From an optimization exercise on the open Yosys and OpenROAD flow, aimed at small area; shortcuts taken in it are not production practice. Function was checked by simulation only, so behaviour that the tests miss may differ from the original. Power and IR drop assume default switching activity.

==> job 2728: inputs <==
==> flow/design.v <==
`default_nettype none
package weight_pkg;
    localparam int LANES = 3;
    localparam int LOW_BASE = 5;
    localparam int HIGH_BASE = 7;
    localparam int CODE_LIMIT = HIGH_BASE * HIGH_BASE * LOW_BASE;
    localparam int OP_W = 3;
    typedef logic [7:0] packed_weights_t;
    typedef logic [LANES*OP_W-1:0] weight_lane_t;
endpackage
`default_nettype wire
`default_nettype none
package array_pkg;
    localparam int SLICES = 3;
    localparam int LANES = 3;
    localparam int ROWS = LANES * SLICES;
    localparam int COLS = SLICES;
    localparam int ACT_W = 8;
    localparam int ACC_W = 17;
    localparam int RESULT_W = 8;
    localparam int RESULT_SHIFT = 9;
    typedef logic signed [ACT_W-1:0] activation_t;
    typedef logic [ACC_W-1:0] acc_t;
    typedef logic [RESULT_W-1:0] result_t;
endpackage
`default_nettype wire
`default_nettype none
module weight_decoder (
    input  weight_pkg::packed_weights_t code,
    output weight_pkg::weight_lane_t lanes
);
    logic valid;
    logic [7:0] by_low;
    logic [2:0] top_digit;
    logic [2:0] mid_digit;
    logic [2:0] low_digit;
    function automatic logic [2:0] low_digit_op(input logic [2:0] digit);
        case (digit)
            3'd1: low_digit_op = 3'b010;
            3'd2: low_digit_op = 3'b011;
            3'd3: low_digit_op = 3'b110;
            3'd4: low_digit_op = 3'b111;
            default: low_digit_op = 3'b000;
        endcase
    endfunction
    function automatic logic [2:0] high_digit_op(input logic [2:0] digit);
        case (digit)
            3'd1: high_digit_op = 3'b001;
            3'd2: high_digit_op = 3'b010;
            3'd3: high_digit_op = 3'b011;
            3'd4: high_digit_op = 3'b101;
            3'd5: high_digit_op = 3'b110;
            3'd6: high_digit_op = 3'b111;
            default: high_digit_op = 3'b000;
        endcase
    endfunction
    assign valid = code < 8'(weight_pkg::CODE_LIMIT);
    assign by_low = code / 8'(weight_pkg::LOW_BASE);
    assign low_digit = valid ? 3'(code % 8'(weight_pkg::LOW_BASE)) : 3'd0;
    assign mid_digit = valid ? 3'(by_low % 8'(weight_pkg::HIGH_BASE)) : 3'd0;
    assign top_digit = valid ? 3'(by_low / 8'(weight_pkg::HIGH_BASE)) : 3'd0;
    assign lanes[0*weight_pkg::OP_W +: weight_pkg::OP_W] = high_digit_op(top_digit);
    assign lanes[1*weight_pkg::OP_W +: weight_pkg::OP_W] = high_digit_op(mid_digit);
    assign lanes[2*weight_pkg::OP_W +: weight_pkg::OP_W] = low_digit_op(low_digit);
endmodule
`default_nettype wire
`default_nettype none
module operand_buffer (
    input  logic clk,
    input  logic reset,
    input  logic read_out,
    input  weight_pkg::weight_lane_t lanes,
    input  array_pkg::activation_t activation,
    output logic [3*weight_pkg::LANES*weight_pkg::OP_W-1:0] hold_ops,
    output array_pkg::activation_t act_d1,
    output array_pkg::activation_t act_d2,
    output array_pkg::activation_t act_d3,
    output logic win0,
    output logic win_any,
    output logic [1:0] slice,
    output logic [2:0] event_d
);
    localparam int LANE_BITS = weight_pkg::LANES * weight_pkg::OP_W;
    logic ev;
    logic last_slice;
    logic win1;
    logic win2;
    weight_pkg::weight_lane_t ops_d1;
    weight_pkg::weight_lane_t ops_d2;
    assign ev = reset | read_out;
    assign last_slice = slice == 2'd2;
    assign win_any = win0 | win1 | win2;
    always_ff @(posedge clk) begin
        if (ev || last_slice) begin
            slice <= 2'd0;
        end else begin
            slice <= slice + 2'd1;
        end
    end
    always_ff @(posedge clk) begin
        win0 <= last_slice & ~ev;
        win1 <= win0;
        win2 <= win1;
        event_d <= {event_d[1:0], ev};
    end
    always_ff @(posedge clk) begin
        ops_d1 <= lanes;
        ops_d2 <= ops_d1;
        act_d1 <= activation;
        act_d2 <= act_d1;
        act_d3 <= act_d2;
        if (last_slice) begin
            hold_ops <= {lanes, ops_d1, ops_d2};
        end
    end
endmodule
`default_nettype wire
`default_nettype none
module mac_array (
    input  logic clk,
    input  logic [3*weight_pkg::LANES*weight_pkg::OP_W-1:0] hold_ops,
    input  array_pkg::activation_t act_d1,
    input  array_pkg::activation_t act_d2,
    input  array_pkg::activation_t act_d3,
    input  logic win0,
    input  logic win_any,
    input  logic ev,
    input  logic [2:0] event_d,
    output logic [3*array_pkg::RESULT_W-1:0] row0_out,
    output logic [8*array_pkg::RESULT_W-1:0] ring_sum
);
    localparam int W = array_pkg::ACC_W;
    localparam int OPW = weight_pkg::OP_W;
    function automatic logic [8:0] scale(input logic [1:0] mag, input logic [7:0] a,
                                         input logic has_half);
        case (mag)
            2'd1: scale = has_half ? {{2{a[7]}}, a[7:1]} : {a[7], a};
            2'd2: scale = {a[7], a};
            2'd3: scale = {a, 1'b0};
            default: scale = 9'd0;
        endcase
    endfunction
    function automatic logic [W-1:0] mac(input logic [W-1:0] acc, input logic [2:0] op,
                                         input logic [7:0] a, input logic has_half);
        logic [8:0] v;
        logic [W-1:0] x;
        v = scale(op[1:0], a, has_half) ^ {9{op[2]}};
        x = {{(W-9){v[8]}}, v};
        mac = acc + x + {{(W-1){1'b0}}, op[2]};
    endfunction
    logic [2:0] row0_op;
    assign row0_op = win0 ? hold_ops[0 +: OPW] : 3'd0;
    for (genvar c = 0; c < 3; c++) begin : g_row0
        array_pkg::acc_t acc_q;
        array_pkg::activation_t a;
        assign a = (c == 0) ? act_d3 : (c == 1) ? act_d2 : act_d1;
        always_ff @(posedge clk) begin
            if (event_d[c]) begin
                acc_q <= '0;
            end else begin
                acc_q <= mac(acc_q, row0_op, a, 1'b1);
            end
        end
        assign row0_out[c*array_pkg::RESULT_W +: array_pkg::RESULT_W] =
            acc_q[array_pkg::RESULT_SHIFT +: array_pkg::RESULT_W];
    end
    logic clear;
    assign clear = ev | event_d[0] | event_d[1];
    for (genvar r = 1; r < array_pkg::ROWS; r++) begin : g_ring
        localparam int SL = r / 3;
        localparam int LN = r % 3;
        array_pkg::acc_t slot0_q;
        array_pkg::acc_t slot1_q;
        array_pkg::acc_t slot2_q;
        logic [2:0] op;
        array_pkg::acc_t sum;
        assign op = win_any ? hold_ops[(SL*3+LN)*OPW +: OPW] : 3'd0;
        assign sum = mac(slot2_q, op, act_d3, LN != 2);
        always_ff @(posedge clk) begin
            slot0_q <= clear ? '0 : sum;
            slot1_q <= slot0_q;
            slot2_q <= slot1_q;
        end
        assign ring_sum[(r-1)*array_pkg::RESULT_W +: array_pkg::RESULT_W] =
            sum[array_pkg::RESULT_SHIFT +: array_pkg::RESULT_W];
    end
endmodule
`default_nettype wire
`default_nettype none
module result_queue (
    input  logic clk,
    input  logic reset,
    input  logic read_out,
    input  logic [1:0] slice,
    input  logic ev,
    input  logic [2:0] event_d,
    input  logic [3*array_pkg::RESULT_W-1:0] row0_out,
    input  logic [8*array_pkg::RESULT_W-1:0] ring_sum,
    output array_pkg::result_t result
);
    localparam int RW = array_pkg::RESULT_W;
    logic capture;
    logic stale;
    logic active_q;
    logic [3:0] row_q;
    logic [1:0] col_q;
    logic [1:0] phase_q;
    assign capture = ev | event_d[0] | event_d[1];
    assign stale = (ev & event_d[0]) | (ev & event_d[1]) | (event_d[0] & event_d[1]);
    logic [8*3*RW-1:0] snap;
    for (genvar r = 0; r < 8; r++) begin : g_snap
        array_pkg::result_t s0_q;
        array_pkg::result_t s1_q;
        array_pkg::result_t s2_q;
        always_ff @(posedge clk) begin
            if (capture) begin
                s0_q <= stale ? '0 : ring_sum[r*RW +: RW];
            end else begin
                s0_q <= s2_q;
            end
            s1_q <= s0_q;
            s2_q <= s1_q;
        end
        assign snap[(3*r+0)*RW +: RW] = s0_q;
        assign snap[(3*r+1)*RW +: RW] = s1_q;
        assign snap[(3*r+2)*RW +: RW] = s2_q;
    end
    always_ff @(posedge clk) begin
        if (reset) begin
            active_q <= 1'b0;
        end else if (read_out) begin
            active_q <= 1'b1;
            row_q <= '0;
            col_q <= '0;
            phase_q <= slice;
        end else if (active_q) begin
            if (col_q == 2'd2) begin
                col_q <= 2'd0;
                row_q <= row_q + 4'd1;
                if (row_q == 4'd8) begin
                    active_q <= 1'b0;
                end
            end else begin
                col_q <= col_q + 2'd1;
            end
        end
    end
    always_comb begin
        result = '0;
        if (active_q) begin
            if (row_q == 4'd0) begin
                result = row0_out[col_q*RW +: RW];
            end else begin
                result = snap[((row_q - 4'd1)*3 + phase_q)*RW +: RW];
            end
        end
    end
endmodule
`default_nettype wire
`default_nettype none
module matmul_top (
    input  logic clk,
    input  logic reset,
    input  weight_pkg::packed_weights_t weights_in,
    input  array_pkg::activation_t activation_in,
    input  logic read_out,
    output array_pkg::result_t result
);
    weight_pkg::weight_lane_t lanes;
    logic [3*weight_pkg::LANES*weight_pkg::OP_W-1:0] hold_ops;
    array_pkg::activation_t act_d1;
    array_pkg::activation_t act_d2;
    array_pkg::activation_t act_d3;
    logic win0;
    logic win_any;
    logic [1:0] slice;
    logic [2:0] event_d;
    logic ev;
    logic [3*array_pkg::RESULT_W-1:0] row0_out;
    logic [8*array_pkg::RESULT_W-1:0] ring_sum;
    assign ev = reset | read_out;
    weight_decoder u_decoder (
        .code  (weights_in),
        .lanes (lanes)
    );
    operand_buffer u_buffer (
        .clk        (clk),
        .reset      (reset),
        .read_out   (read_out),
        .lanes      (lanes),
        .activation (activation_in),
        .hold_ops   (hold_ops),
        .act_d1     (act_d1),
        .act_d2     (act_d2),
        .act_d3     (act_d3),
        .win0       (win0),
        .win_any    (win_any),
        .slice      (slice),
        .event_d    (event_d)
    );
    mac_array u_array (
        .clk      (clk),
        .hold_ops (hold_ops),
        .act_d1   (act_d1),
        .act_d2   (act_d2),
        .act_d3   (act_d3),
        .win0     (win0),
        .win_any  (win_any),
        .ev       (ev),
        .event_d  (event_d),
        .row0_out (row0_out),
        .ring_sum (ring_sum)
    );
    result_queue u_queue (
        .clk      (clk),
        .reset    (reset),
        .read_out (read_out),
        .slice    (slice),
        .ev       (ev),
        .event_d  (event_d),
        .row0_out (row0_out),
        .ring_sum (ring_sum),
        .result   (result)
    );
endmodule
`default_nettype wire
==> flow/run.sh <==
#!/bin/bash
# synth_recipe.tcl (not shown) runs the flow's synth.tcl, then flattens the netlist and writes it again
# the make line also repeats each setting of config.mk as NAME=value (left out here)
make -C /OpenROAD-flow-scripts/flow DESIGN_CONFIG=/design/flow/config.mk WORK_HOME=/design/flow/orfs CLKGATE_MAP_FILE= SYNTH_SCRIPT=/design/flow/synth_recipe.tcl finish
==> flow/config.mk <==
export PLATFORM = sky130hd
export DESIGN_NAME = matmul_top
export DESIGN_NICKNAME = matmul_top
export VERILOG_FILES = /design/flow/design.v
export SDC_FILE = /design/flow/constraint.sdc
export NUM_CORES = 4
export LEC_CHECK = 0
export ABC_AREA = 1
export CAP_MARGIN = 20
export CORE_MARGIN = 2
export CORE_UTILIZATION = 40
export SLEW_MARGIN = 20
==> flow/constraint.sdc <==
create_clock -name core_clock -period 6.5 [get_ports {clk}]
set_input_delay 1.3000 -clock core_clock [delete_from_list [all_inputs] [get_ports {clk}]]
set_output_delay 1.3000 -clock core_clock [all_outputs]
set_load 0.01 [all_outputs]
==> job 8525: changes against job 2728 <==
==> flow/design.v, changed modules only <==
module operand_buffer (
    input  logic clk,
    input  logic reset,
    input  logic read_out,
    input  weight_pkg::weight_lane_t lanes,
    input  array_pkg::activation_t activation,
    output logic [3*weight_pkg::LANES*weight_pkg::OP_W-1:0] hold_ops,
    output array_pkg::activation_t act_d3,
    output logic win_any,
    output logic [1:0] slice,
    output logic [5:0] event_d
);
    logic ev;
    logic last_slice;
    logic win0;
    logic win1;
    logic win2;
    weight_pkg::weight_lane_t ops_d1;
    weight_pkg::weight_lane_t ops_d2;
    array_pkg::activation_t act_d1;
    array_pkg::activation_t act_d2;
    assign ev = reset | read_out;
    assign last_slice = slice == 2'd2;
    assign win_any = win0 | win1 | win2;
    always_ff @(posedge clk) begin
        if (ev || last_slice) begin
            slice <= 2'd0;
        end else begin
            slice <= slice + 2'd1;
        end
    end
    always_ff @(posedge clk) begin
        win0 <= last_slice & ~ev;
        win1 <= win0;
        win2 <= win1;
        event_d <= {event_d[4:0], ev};
    end
    always_ff @(posedge clk) begin
        ops_d1 <= lanes;
        ops_d2 <= ops_d1;
        act_d1 <= activation;
        act_d2 <= act_d1;
        act_d3 <= act_d2;
        if (last_slice) begin
            hold_ops <= {lanes, ops_d1, ops_d2};
        end
    end
endmodule
module mac_array (
    input  logic clk,
    input  logic [3*weight_pkg::LANES*weight_pkg::OP_W-1:0] hold_ops,
    input  array_pkg::activation_t act_d3,
    input  logic win_any,
    input  logic ev,
    input  logic [5:0] event_d,
    output logic [3*array_pkg::RESULT_W-1:0] row0_out,
    output logic [8*array_pkg::RESULT_W-1:0] ring_sum
);
    localparam int W = array_pkg::ACC_W;
    localparam int OPW = weight_pkg::OP_W;
    function automatic logic [8:0] scale(input logic [1:0] mag, input logic [7:0] a,
                                         input logic has_half);
        case (mag)
            2'd1: scale = has_half ? {{2{a[7]}}, a[7:1]} : {a[7], a};
            2'd2: scale = {a[7], a};
            2'd3: scale = {a, 1'b0};
            default: scale = 9'd0;
        endcase
    endfunction
    function automatic logic [W-1:0] mac(input logic [W-1:0] acc, input logic [2:0] op,
                                         input logic [7:0] a, input logic has_half);
        logic [8:0] v;
        logic [W-1:0] x;
        logic c;
        v = scale(op[1:0], a, has_half) ^ {9{op[2]}};
        x = {{(W-9){v[8]}}, v};
        c = op[2];
        for (int i = 0; i < W; i++) begin
            mac[i] = acc[i] ^ x[i] ^ c;
            c = (acc[i] & x[i]) | (acc[i] & c) | (x[i] & c);
        end
    endfunction
    logic clear;
    assign clear = ev | event_d[0] | event_d[1];
    logic clear_row0;
    assign clear_row0 = event_d[3] | event_d[4] | event_d[5];
    for (genvar r = 0; r < array_pkg::ROWS; r++) begin : g_ring
        localparam int SL = r / 3;
        localparam int LN = r % 3;
        array_pkg::acc_t slot0_q;
        array_pkg::acc_t slot1_q;
        array_pkg::acc_t slot2_q;
        logic [2:0] op;
        array_pkg::acc_t sum;
        assign op = win_any ? hold_ops[(SL*3+LN)*OPW +: OPW] : 3'd0;
        if (r == 0) begin : g_lazy
            assign sum = mac(clear_row0 ? '0 : slot2_q, op, act_d3, 1'b1);
            always_ff @(posedge clk) begin
                slot0_q <= sum;
                slot1_q <= slot0_q;
                slot2_q <= slot1_q;
            end
            assign row0_out = {slot2_q[array_pkg::RESULT_SHIFT +: array_pkg::RESULT_W],
                               slot1_q[array_pkg::RESULT_SHIFT +: array_pkg::RESULT_W],
                               slot0_q[array_pkg::RESULT_SHIFT +: array_pkg::RESULT_W]};
        end else begin : g_snap
            assign sum = mac(slot2_q, op, act_d3, LN != 2);
            always_ff @(posedge clk) begin
                slot0_q <= clear ? '0 : sum;
                slot1_q <= slot0_q;
                slot2_q <= slot1_q;
            end
            assign ring_sum[(r-1)*array_pkg::RESULT_W +: array_pkg::RESULT_W] =
                sum[array_pkg::RESULT_SHIFT +: array_pkg::RESULT_W];
        end
    end
endmodule
module result_queue (
    input  logic clk,
    input  logic reset,
    input  logic read_out,
    input  logic [1:0] slice,
    input  logic ev,
    input  logic [5:0] event_d,
    input  logic [3*array_pkg::RESULT_W-1:0] row0_out,
    input  logic [8*array_pkg::RESULT_W-1:0] ring_sum,
    output array_pkg::result_t result
);
    localparam int RW = array_pkg::RESULT_W;
    logic capture;
    logic stale;
    logic active_q;
    logic row0_zero_q;
    logic [3:0] row_q;
    logic [1:0] col_q;
    logic [1:0] phase_q;
    assign capture = ev | event_d[0] | event_d[1];
    assign stale = (ev & event_d[0]) | (ev & event_d[1]) | (event_d[0] & event_d[1]);
    logic [9*3*RW-1:0] snap;
    for (genvar s = 0; s < 3; s++) begin : g_row0
        assign snap[s*RW +: RW] = row0_zero_q ? '0 : row0_out[s*RW +: RW];
    end
    for (genvar r = 1; r < 9; r++) begin : g_snap
        array_pkg::result_t s0_q;
        array_pkg::result_t s1_q;
        array_pkg::result_t s2_q;
        always_ff @(posedge clk) begin
            if (capture) begin
                s0_q <= stale ? '0 : ring_sum[(r-1)*RW +: RW];
            end else begin
                s0_q <= s2_q;
            end
            s1_q <= s0_q;
            s2_q <= s1_q;
        end
        assign snap[(3*r+0)*RW +: RW] = s0_q;
        assign snap[(3*r+1)*RW +: RW] = s1_q;
        assign snap[(3*r+2)*RW +: RW] = s2_q;
    end
    always_ff @(posedge clk) begin
        if (reset) begin
            active_q <= 1'b0;
        end else if (read_out) begin
            active_q <= 1'b1;
            row_q <= '0;
            col_q <= '0;
            phase_q <= slice;
            row0_zero_q <= event_d[0] | event_d[1] | event_d[2];
        end else if (active_q) begin
            if (col_q == 2'd2) begin
                col_q <= 2'd0;
                row_q <= row_q + 4'd1;
                if (row_q == 4'd8) begin
                    active_q <= 1'b0;
                end
            end else begin
                col_q <= col_q + 2'd1;
            end
        end
    end
    always_comb begin
        result = '0;
        for (int r = 0; r < 9; r++) begin
            for (int s = 0; s < 3; s++) begin
                if (active_q && row_q == 4'(r) && phase_q == 2'(s)) begin
                    result = result | snap[(3*r+s)*RW +: RW];
                end
            end
        end
    end
endmodule
module matmul_top (
    input  logic clk,
    input  logic reset,
    input  weight_pkg::packed_weights_t weights_in,
    input  array_pkg::activation_t activation_in,
    input  logic read_out,
    output array_pkg::result_t result
);
    weight_pkg::weight_lane_t lanes;
    logic [3*weight_pkg::LANES*weight_pkg::OP_W-1:0] hold_ops;
    array_pkg::activation_t act_d3;
    logic win_any;
    logic [1:0] slice;
    logic [5:0] event_d;
    logic ev;
    logic [3*array_pkg::RESULT_W-1:0] row0_out;
    logic [8*array_pkg::RESULT_W-1:0] ring_sum;
    assign ev = reset | read_out;
    weight_decoder u_decoder (
        .code  (weights_in),
        .lanes (lanes)
    );
    operand_buffer u_buffer (
        .clk        (clk),
        .reset      (reset),
        .read_out   (read_out),
        .lanes      (lanes),
        .activation (activation_in),
        .hold_ops   (hold_ops),
        .act_d3     (act_d3),
        .win_any    (win_any),
        .slice      (slice),
        .event_d    (event_d)
    );
    mac_array u_array (
        .clk      (clk),
        .hold_ops (hold_ops),
        .act_d3   (act_d3),
        .win_any  (win_any),
        .ev       (ev),
        .event_d  (event_d),
        .row0_out (row0_out),
        .ring_sum (ring_sum)
    );
    result_queue u_queue (
        .clk      (clk),
        .reset    (reset),
        .read_out (read_out),
        .slice    (slice),
        .ev       (ev),
        .event_d  (event_d),
        .row0_out (row0_out),
        .ring_sum (ring_sum),
        .result   (result)
    );
endmodule
==> comparison <==
- In job 8525 the critical path depth is higher than in job 2728, by 14.
- Between job 2728 and job 8525, the lower non-clock buffer count is in job 2728 (gap 113).
- Job 8525 produced a layout that fails on setup timing. Job 2728 ran to the end with no violations.
- Between job 8525 and job 2728, the lower clock power is in job 8525 (gap 5.1%, measured against job 2728).
- Against job 8525, the via count of job 2728 is higher by 34%.

[separate check: timing with driven ports]
How much do the figures lean on ideal ports? The routed layouts below were timed once more, with nothing changed but the port constraints. Step 1 assumes that a clkbuf_16 drives the clock port and a buf_2 every other input. Step 2 moves the port delays by t, midway between the first and last clock arrival at a register: inputs arrive t later, outputs are due t later. That takes back most of the time a late clock gives input paths. Slacks: ideal ports / drivers / drivers and shift; pairs: ideal ports / drivers.
run | t, ns | slack for setup (ns) | latest minus earliest clock arrival (ns) | cell pins on the clock port's net
job 2728 | 0.673 | 0.397 / 0.331 / 0.490 | 0.019 / 0.019 | 1
job 8525 | 0.655 | -0.961 / -0.961 / -0.961 | 0.025 / 0.025 | 1
